Background: an optimization exercise with open tools, aiming at small area and few clock cycles. Do not read the settings as production practice. In this exercise RTL edits were held to simulation tests only and were not proved equivalent to the original. Power is estimated from default activity; no workload was simulated.

==> flow/config.mk <==
export PLATFORM = sky130hd
export DESIGN_NAME = date_string_validator
export DESIGN_NICKNAME = date_string_validator
export VERILOG_FILES = /design/flow/design.v
export SDC_FILE = /design/flow/constraint.sdc
export NUM_CORES = 4
export LEC_CHECK = 0
export CAP_MARGIN = 20
export CORE_MARGIN = 2
export CORE_UTILIZATION = 40
export SLEW_MARGIN = 20
==> flow/run.sh <==
#!/bin/bash
# synth_recipe.tcl (not shown) runs the flow's synth.tcl, then flattens the netlist and writes it again
# the make line also repeats each setting of config.mk as NAME=value (left out here)
make -C /OpenROAD-flow-scripts/flow DESIGN_CONFIG=/design/flow/config.mk WORK_HOME=/design/flow/orfs CLKGATE_MAP_FILE= SYNTH_SCRIPT=/design/flow/synth_recipe.tcl finish
==> flow/design.v <==
`default_nettype none
package dsv_pkg;
    localparam logic [7:0] CHAR_SLASH = 8'h2F;
    localparam logic [7:0] CHAR_ZERO  = 8'h30;
    localparam logic [7:0] CHAR_NINE  = 8'h39;
    localparam logic [30:0] VALUE_LIMIT = 31'h7FFF_FFFF;
    localparam logic [13:0] YEAR_MIN_RESET = 14'd2000;
    localparam logic [13:0] YEAR_MAX_RESET = 14'd2999;
    localparam logic CFG_YEAR_MIN = 1'b0;
    localparam logic CFG_YEAR_MAX = 1'b1;
    typedef enum logic [3:0] {
        ERR_OK       = 4'd0,
        ERR_MISSING  = 4'd1,
        ERR_EXTRA    = 4'd2,
        ERR_EMPTY    = 4'd3,
        ERR_NONDIGIT = 4'd4,
        ERR_OVERFLOW = 4'd5,
        ERR_MONTH    = 4'd6,
        ERR_YEAR     = 4'd7,
        ERR_DAY      = 4'd8
    } t_err;
    typedef struct packed {
        logic [7:0] char_in;
        logic       last_char;
    } t_in_beat;
    typedef struct packed {
        logic [3:0]  error_code;
        logic [4:0]  day_value;
        logic [3:0]  month_value;
        logic [13:0] year_value;
    } t_out_beat;
    typedef struct packed {
        logic [1:0]       slash_count;
        logic [2:0][30:0] values;
        logic [2:0]       empty;
        logic [2:0]       nondigit;
        logic [2:0]       overflow;
    } t_parts;
endpackage
`default_nettype wire
`default_nettype none
module dsv_accum (
    input  wire logic     i_clk,
    input  wire logic     i_rst_n,
    input  wire logic     i_valid,
    input  wire dsv_pkg::t_in_beat i_beat,
    output logic          o_take,
    output logic          o_snap_valid,
    output dsv_pkg::t_parts        o_snap,
    input  wire logic     i_snap_ready
);
    dsv_pkg::t_parts r_state;
    dsv_pkg::t_parts n_state;
    dsv_pkg::t_parts r_snap;
    logic   r_snap_valid;
    logic   snap_ready;
    logic [1:0]  part;
    logic [3:0]  diff;
    logic [34:0] wide;
    logic [34:0] sum;
    localparam dsv_pkg::t_parts PARTS_RESET = {2'd0, 93'd0, 3'b111, 3'b000, 3'b000};
    assign snap_ready = !r_snap_valid || i_snap_ready;
    assign o_take     = i_valid && (!i_beat.last_char || snap_ready);
    always_comb begin
        n_state = r_state;
        part    = r_state.slash_count;
        diff    = i_beat.char_in[3:0];
        wide    = {4'b0, r_state.values[part]};
        sum     = (wide << 3) + (wide << 1) + {31'b0, diff};
        if (i_beat.char_in == dsv_pkg::CHAR_SLASH) begin
            if (r_state.slash_count != 2'd3) begin
                n_state.slash_count = r_state.slash_count + 2'd1;
            end
        end else if (r_state.slash_count != 2'd3) begin
            n_state.empty[part] = 1'b0;
            if (i_beat.char_in < dsv_pkg::CHAR_ZERO || i_beat.char_in > dsv_pkg::CHAR_NINE) begin
                n_state.nondigit[part] = 1'b1;
            end else if (sum > {4'b0, dsv_pkg::VALUE_LIMIT}) begin
                n_state.values[part]   = dsv_pkg::VALUE_LIMIT;
                n_state.overflow[part] = 1'b1;
            end else begin
                n_state.values[part] = sum[30:0];
            end
        end
    end
    always_ff @(posedge i_clk) begin
        if (!i_rst_n) begin
            r_state <= PARTS_RESET;
        end else if (o_take) begin
            r_state <= i_beat.last_char ? PARTS_RESET : n_state;
        end
    end
    always_ff @(posedge i_clk) begin
        if (!i_rst_n) begin
            r_snap_valid <= 1'b0;
        end else if (snap_ready) begin
            r_snap_valid <= o_take && i_beat.last_char;
        end
    end
    always_ff @(posedge i_clk) begin
        if (o_take && i_beat.last_char) begin
            r_snap <= n_state;
        end
    end
    assign o_snap_valid = r_snap_valid;
    assign o_snap       = r_snap;
endmodule
`default_nettype wire
`default_nettype none
module dsv_judge (
    input  wire logic        i_clk,
    input  wire logic        i_rst_n,
    input  wire logic [13:0] i_year_min,
    input  wire logic [13:0] i_year_max,
    input  wire logic        i_snap_valid,
    input  wire dsv_pkg::t_parts      i_snap,
    output logic             o_snap_ready,
    output logic             o_valid,
    output dsv_pkg::t_out_beat        o_data,
    input  wire logic        i_stall
);
    typedef struct packed {
        dsv_pkg::t_err        code;
        logic        day_big;
        logic [4:0]  day;
        logic [3:0]  month;
        logic [13:0] year;
        logic [7:0]  century;
    } t_mid;
    t_mid      r_mid;
    t_mid      n_mid;
    logic      r_mid_valid;
    dsv_pkg::t_out_beat r_out;
    dsv_pkg::t_out_beat n_out;
    logic      r_out_valid;
    logic      out_ready;
    logic      mid_ready;
    logic [30:0] day_full;
    logic [30:0] month_full;
    logic [30:0] year_full;
    logic [26:0] recip;
    logic [13:0] century_base;
    logic        leap;
    logic [4:0]  month_len;
    function automatic logic [4:0] month_days(input logic [3:0] m, input logic is_leap);
        logic [4:0] len;
        case (m)
            4'd1, 4'd3, 4'd5, 4'd7, 4'd8, 4'd10, 4'd12: len = 5'd31;
            4'd4, 4'd6, 4'd9, 4'd11:                    len = 5'd30;
            4'd2:    len = is_leap ? 5'd29 : 5'd28;
            default: len = 5'd0;
        endcase
        month_days = len;
    endfunction
    assign out_ready    = !r_out_valid || !i_stall;
    assign mid_ready    = !r_mid_valid || out_ready;
    assign o_snap_ready = mid_ready;
    always_comb begin
        day_full   = i_snap.values[0];
        month_full = i_snap.values[1];
        year_full  = i_snap.values[2];
        recip      = year_full[13:0] * 13'd5243;
        n_mid.day_big = day_full > 31'd31;
        n_mid.day     = day_full[4:0];
        n_mid.month   = month_full[3:0];
        n_mid.year    = year_full[13:0];
        n_mid.century = recip[26:19];
        if (i_snap.slash_count < 2'd2) begin
            n_mid.code = dsv_pkg::ERR_MISSING;
        end else if (i_snap.slash_count == 2'd3) begin
            n_mid.code = dsv_pkg::ERR_EXTRA;
        end else if (i_snap.empty[0]) begin
            n_mid.code = dsv_pkg::ERR_EMPTY;
        end else if (i_snap.nondigit[0]) begin
            n_mid.code = dsv_pkg::ERR_NONDIGIT;
        end else if (i_snap.empty[1]) begin
            n_mid.code = dsv_pkg::ERR_EMPTY;
        end else if (i_snap.nondigit[1]) begin
            n_mid.code = dsv_pkg::ERR_NONDIGIT;
        end else if (i_snap.empty[2]) begin
            n_mid.code = dsv_pkg::ERR_EMPTY;
        end else if (i_snap.nondigit[2]) begin
            n_mid.code = dsv_pkg::ERR_NONDIGIT;
        end else if (|i_snap.overflow) begin
            n_mid.code = dsv_pkg::ERR_OVERFLOW;
        end else if (month_full < 31'd1 || month_full > 31'd12) begin
            n_mid.code = dsv_pkg::ERR_MONTH;
        end else if (year_full < {17'b0, i_year_min} || year_full > {17'b0, i_year_max}) begin
            n_mid.code = dsv_pkg::ERR_YEAR;
        end else begin
            n_mid.code = dsv_pkg::ERR_OK;
        end
    end
    always_comb begin
        century_base = {6'b0, r_mid.century} * 14'd100;
        if (r_mid.year == century_base) begin
            leap = r_mid.century[1:0] == 2'b00;
        end else begin
            leap = r_mid.year[1:0] == 2'b00;
        end
        month_len = month_days(r_mid.month, leap);
        n_out = '0;
        if (r_mid.code != dsv_pkg::ERR_OK) begin
            n_out.error_code = r_mid.code;
        end else if (r_mid.day_big || r_mid.day == 5'd0 || r_mid.day > month_len) begin
            n_out.error_code = dsv_pkg::ERR_DAY;
        end else begin
            n_out.error_code  = dsv_pkg::ERR_OK;
            n_out.day_value   = r_mid.day;
            n_out.month_value = r_mid.month;
            n_out.year_value  = r_mid.year;
        end
    end
    always_ff @(posedge i_clk) begin
        if (!i_rst_n) begin
            r_mid_valid <= 1'b0;
            r_out_valid <= 1'b0;
        end else begin
            if (mid_ready) begin
                r_mid_valid <= i_snap_valid;
            end
            if (out_ready) begin
                r_out_valid <= r_mid_valid;
            end
        end
    end
    always_ff @(posedge i_clk) begin
        if (mid_ready && i_snap_valid) begin
            r_mid <= n_mid;
        end
        if (out_ready && r_mid_valid) begin
            r_out <= n_out;
        end
    end
    assign o_valid = r_out_valid;
    assign o_data  = r_out;
endmodule
`default_nettype wire
`default_nettype none
module date_string_validator (
    input  wire logic        i_clk,
    input  wire logic        i_rst_n,
    input  wire logic        i_valid,
    output logic             o_stall,
    input  wire logic [8:0]  i_data,
    output logic             o_valid,
    input  wire logic        i_stall,
    output logic [26:0] o_data,
    input  wire logic        i_cfg_we,
    input  wire logic        i_cfg_index,
    input  wire logic [13:0] i_cfg_data
);
    dsv_pkg::t_in_beat    r_in;
    logic        r_in_valid;
    logic        in_take;
    logic [13:0] r_year_min;
    logic [13:0] r_year_max;
    logic   snap_valid;
    logic   snap_ready;
    dsv_pkg::t_parts snap;
    assign o_stall = r_in_valid && !in_take;
    always_ff @(posedge i_clk) begin
        if (!i_rst_n) begin
            r_in_valid <= 1'b0;
        end else if (!o_stall) begin
            r_in_valid <= i_valid;
        end
    end
    always_ff @(posedge i_clk) begin
        if (!o_stall && i_valid) begin
            r_in <= i_data;
        end
    end
    always_ff @(posedge i_clk) begin
        if (!i_rst_n) begin
            r_year_min <= dsv_pkg::YEAR_MIN_RESET;
            r_year_max <= dsv_pkg::YEAR_MAX_RESET;
        end else if (i_cfg_we) begin
            if (i_cfg_index == dsv_pkg::CFG_YEAR_MIN) begin
                r_year_min <= i_cfg_data;
            end
            if (i_cfg_index == dsv_pkg::CFG_YEAR_MAX) begin
                r_year_max <= i_cfg_data;
            end
        end
    end
    dsv_accum u_accum (
        .i_clk        (i_clk),
        .i_rst_n      (i_rst_n),
        .i_valid      (r_in_valid),
        .i_beat       (r_in),
        .o_take       (in_take),
        .o_snap_valid (snap_valid),
        .o_snap       (snap),
        .i_snap_ready (snap_ready)
    );
    dsv_judge u_judge (
        .i_clk        (i_clk),
        .i_rst_n      (i_rst_n),
        .i_year_min   (r_year_min),
        .i_year_max   (r_year_max),
        .i_snap_valid (snap_valid),
        .i_snap       (snap),
        .o_snap_ready (snap_ready),
        .o_valid      (o_valid),
        .o_data       (o_data),
        .i_stall      (i_stall)
    );
endmodule
`default_nettype wire
==> flow/constraint.sdc <==
create_clock -name core_clock -period 7.0 [get_ports {i_clk}]
set_input_delay 1.4000 -clock core_clock [delete_from_list [all_inputs] [get_ports {i_clk}]]
set_output_delay 1.4000 -clock core_clock [all_outputs]
set_load 0.01 [all_outputs]
==> summary.txt <==
-- sequential cells by signal (all words and copies together), names as in the netlist --
register and count:
u_accum.r_snap 104, u_accum.r_state 104, u_judge.r_mid 35, u_judge.r_out 27, r_year_max 14, r_year_min 14
r_in 9, r_in_valid 1, u_accum.r_snap_valid 1, u_judge.r_mid_valid 1, u_judge.r_out_valid 1
-- cells in the final DEF, fill, tap and decap left out, types with 29 or more instances in the layout --
cell type	n
sky130_fd_sc_hd__clkbuf_16	36
sky130_fd_sc_hd__o21ai_0	130
sky130_fd_sc_hd__a21o_1	29
sky130_fd_sc_hd__o22ai_1	54
sky130_fd_sc_hd__and2_1	32
sky130_fd_sc_hd__fa_1	68
sky130_fd_sc_hd__dfxtp_1	135
sky130_fd_sc_hd__xnor2_1	35
sky130_fd_sc_hd__edfxtp_1	175
sky130_fd_sc_hd__inv_1	166
sky130_fd_sc_hd__ha_1	220
sky130_fd_sc_hd__nand2_1	194
sky130_fd_sc_hd__nor2_1	130
sky130_fd_sc_hd__a21oi_1	56
sky130_fd_sc_hd__mux2i_1	32
sky130_fd_sc_hd__o211ai_1	87
sky130_fd_sc_hd__clkdlybuf4s50_1	57
-- kinds of logic (layout without fill, tap and decap cells) --
family / Yosys count / count (layout) / share of synthesized area [%]
muxes: 33 / 33 / 1.66
buffers and inverters: 251 / 317 / 4.94
AOI/OAI and AO/OA: 526 / 526 / 18.6
xor gates and xnor gates: 52 / 52 / 2.28
adders and majority gates: 288 / 288 / 20.6
DFF: 311 / 311 / 40.0
and+or+nand+nor: 506 / 506 / 11.9
-- where the power goes --
| part | leakage, nW | switching [mW] | total, mW | internal [mW] |
|---|---|---|---|---|
| sequential | 2.80 | 0.0217 | 1.98 | 1.96 |
| clock | 0.599 | 0.786 | 1.98 | 1.20 |
| combinational | 5.80 | 0.243 | 0.422 | 0.180 |
-- path summary, 6_finish.rpt --
check                                      endpoint                  from
worst min-delay path              u_judge.r_mid[29]    u_accum.r_snap[12]
worst max register to register  u_accum.r_state[16]  u_accum.r_state[103]
worst min register to register    u_judge.r_mid[29]    u_accum.r_snap[12]
worst max-delay path            u_accum.r_state[16]  u_accum.r_state[103]
-- per-layer routing --
metal	global-route usage [%]	part of all wire [%]	up-vias	wire length (um)
met3	2.87	6.2	138	3370
met5	0	0	-	0
met2	35.2	46	584	25300
li1	-	-	7252	-
met4	9.68	4.3	0	2370
met1	28.6	43	7445	23500
-- Yosys cell counts (36+ instances only) --
cell / n / area [sq um]
sky130_fd_sc_hd__ha_1: 220 / 2750
sky130_fd_sc_hd__nand2_1: 194 / 728
sky130_fd_sc_hd__edfxtp_1: 175 / 5260
sky130_fd_sc_hd__inv_1: 167 / 627
sky130_fd_sc_hd__dfxtp_1: 136 / 2720
sky130_fd_sc_hd__o21ai_0: 131 / 656
sky130_fd_sc_hd__nor2_1: 130 / 488
sky130_fd_sc_hd__o211ai_1: 87 / 653
sky130_fd_sc_hd__fa_1: 68 / 1360
sky130_fd_sc_hd__a21oi_1: 56 / 280
sky130_fd_sc_hd__o22ai_1: 54 / 338
sky130_fd_sc_hd__clkbuf_1: 53 / 199
sky130_fd_sc_hd__xnor2_1: 36 / 315
-- worst max-delay path: cells and delay by family (launching register included) --
kind	cells	cell delay, ns
compound gates	7	1.76
buf+inv	3	1.13
simple gates	4	1.17
mux	1	0.44
fa+ha+maj	2	0.78
flops	1	0.33
-- per-stage QoR --
step	util (%)	worst slack (ns)	hold slack, ns
after floorplan	-	1.95	0.400
after global placement	43.2	1.38	0.404
after detailed placement	43.2	1.28	0.407
after CTS	45.8	1.28	0.419
after global routing	45.8	0.941	0.428
final	45.8	1.25	0.417
-- layout make-up --
cell class              instances  share of cell area, %
well taps                     664                   3.69
flip-flops and latches        311                   35.5
clock buffers                  53                   4.51
repair buffers                 84                   3.44
inverters                     167                   2.80
multi-input cells            1405                   49.1
clock inverters                13                   1.00
==> flow_metrics.tcl <==
set metrics [dict create \
    period_share_pct 82.1 \
    critPathSlowestCell "sky130_fd_sc_hd__o21ai_0" \
    syn_inst 1967 \
    num_antenna_cells 0 \
    synth_nets 2284 \
    routed_wirelength_um 54600 \
    synth_area_per_cell_sq_um 10.2 \
    synth_enable_flop_cells 175 \
    worstSkewPairLatency_ns 0.57 \
    area_growth_pct 12.7 \
    totalNegativeSetupSlack_ns 0 \
    timing.final.crit_period_ns 5.75 \
    yosysSeqAreaShare_pct 40.0 \
    wl_per_cell_um 20.2 \
    fp.coreArea_sq_um 49200 \
    drv.max_cap_violation_count 0 \
    initial_antenna_violation_count 0 \
    fp.dieArea_sq_um 51700 \
    clockRootBuffer "sky130_fd_sc_hd__clkbuf_16" \
    clk_sink_count 311 \
    layoutNonFillerInstCount 2697 \
    nNetsFinal 2322 \
    drtIter0Drc 1472 \
    gp_congestion 0.923 \
    fillerInstances 4589 \
    multiInputGateArea_sq_um 11000 \
    ys_dominant_reg_cell "sky130_fd_sc_hd__edfxtp_1" \
    sequential_cell_area_sq_um 7980 \
    avgViaCountPerCell 5.72 \
    timing.hold.worst.class "reg -> reg" \
    rrSetupSlack_ns 1.25 \
    yosys_warnings 3 \
    tightest_slew_ns 1.15 \
    fmax_ghz 0.174 \
    clock_skew_ns 0.0350 \
    critPathLaunchType "register" \
    initial_core_util_pct 40.6 \
    final_cell_area_sq_um 22500 \
    placed_cell_area_sq_um 21300 \
    first_global_vias 15300 \
    io_pins 58 \
    grt_pass1_wl_um 86300 \
    timing_worst_setup_path_type "reg -> reg" \
    finalMaxSlewViolations 0 \
    worst_setup_path_end_kind "register" \
    cp_cell_sequence "buf_4 > buf_4 > mux2i_1 > o21ai_0 > ha_1 > ha_1 > a21oi_1 > o21ai_0 > nor4_1 > a31oi_2 > a21oi_1 > a211oi_1 > and2b_2 > nand2_4 > nand3_2 > buf_4 > o211ai_1" \
    synth_cell_type_count 84 \
    worst_path_clk_slew_ns 0.06 \
    max-vdd-ir-drop_mv 0.129 \
    globalRoute.totalOverflow 0 \
    synth.ff_latch_count 311 \
    postCtsHoldBufs 0 \
    result_of_the_run "complete, no violations" \
    rows 81 \
    drive_above_1_share_pct 7.18 \
    worst_path_most_repeated_cell "sky130_fd_sc_hd__buf_4" \
    worstHoldPathCells 0 \
    numPortBuffers 57 \
    report.power.total_mw 4.39 \
    remaining_drc_errors 0 \
    p_per_area_nw_per_um2 195 \
    groute.usage.overall_pct 21.6 \
    leakagePower_nw 9.20 \
    critical_path_arrival_ns 6.20 \
    unrepaired_setup_endpoints_after_global_routing "no" \
    die_width_um 227 \
    synth-async-reset-ratio_pct 0 \
    syn_area_sq_um 20000 \
    clockBufferDepth 3 \
    die_h_um 227 \
    tritoncts "yes" \
    grt_max_degree 55 \
    max_slew_margin_pct 22.4 \
    final-setup-viol-count 0 \
    numCtsBuffers 36 \
    via_count 15400 \
    placed_cells 2631 \
    post_cts_resize_count 0 \
    cts_setup_buffers 0 \
    timing_hold_violations_final 0 \
    critPathMaxStageDelay_ns 0.46 \
    r2r.worst_path.cells 17 \
    worstPathMaxFanout 28 \
    drtPass1Iterations 6 \
    drtAntennaViolNets 0 \
    htree_levels 2 \
    cp_data_required_time_ns 7.45 \
    dp_hpwl_um 39800 \
]
Testbench counts, summed over its fixed seeds: cycles 32,355.

-- what the ideal ports hide --
In the flow no input, the clock included, has a driving cell. The finished layout below was timed again as built, in two steps. Step 1 assumes that a clkbuf_16 drives the clock port and a buf_2 every other input. Step 2 moves the port delays by t, midway between the first and last clock arrival at a register: inputs arrive t later, outputs are due t later. That takes back most of the time a late clock gives input paths. Three values: ideal, step 1, step 2; two values: the first two.
shift t [ns]: 0.603
slack for setup (ns): 1.251 / 1.251 / 1.251
worst setup path after step 2: register to register
worst register clock-pin slew, ns: 0.07 / 0.07
After both steps setup and hold are still met in this run. The setup slack of this run moves by 0.000 ns with the drivers and by 0.000 ns with both steps.
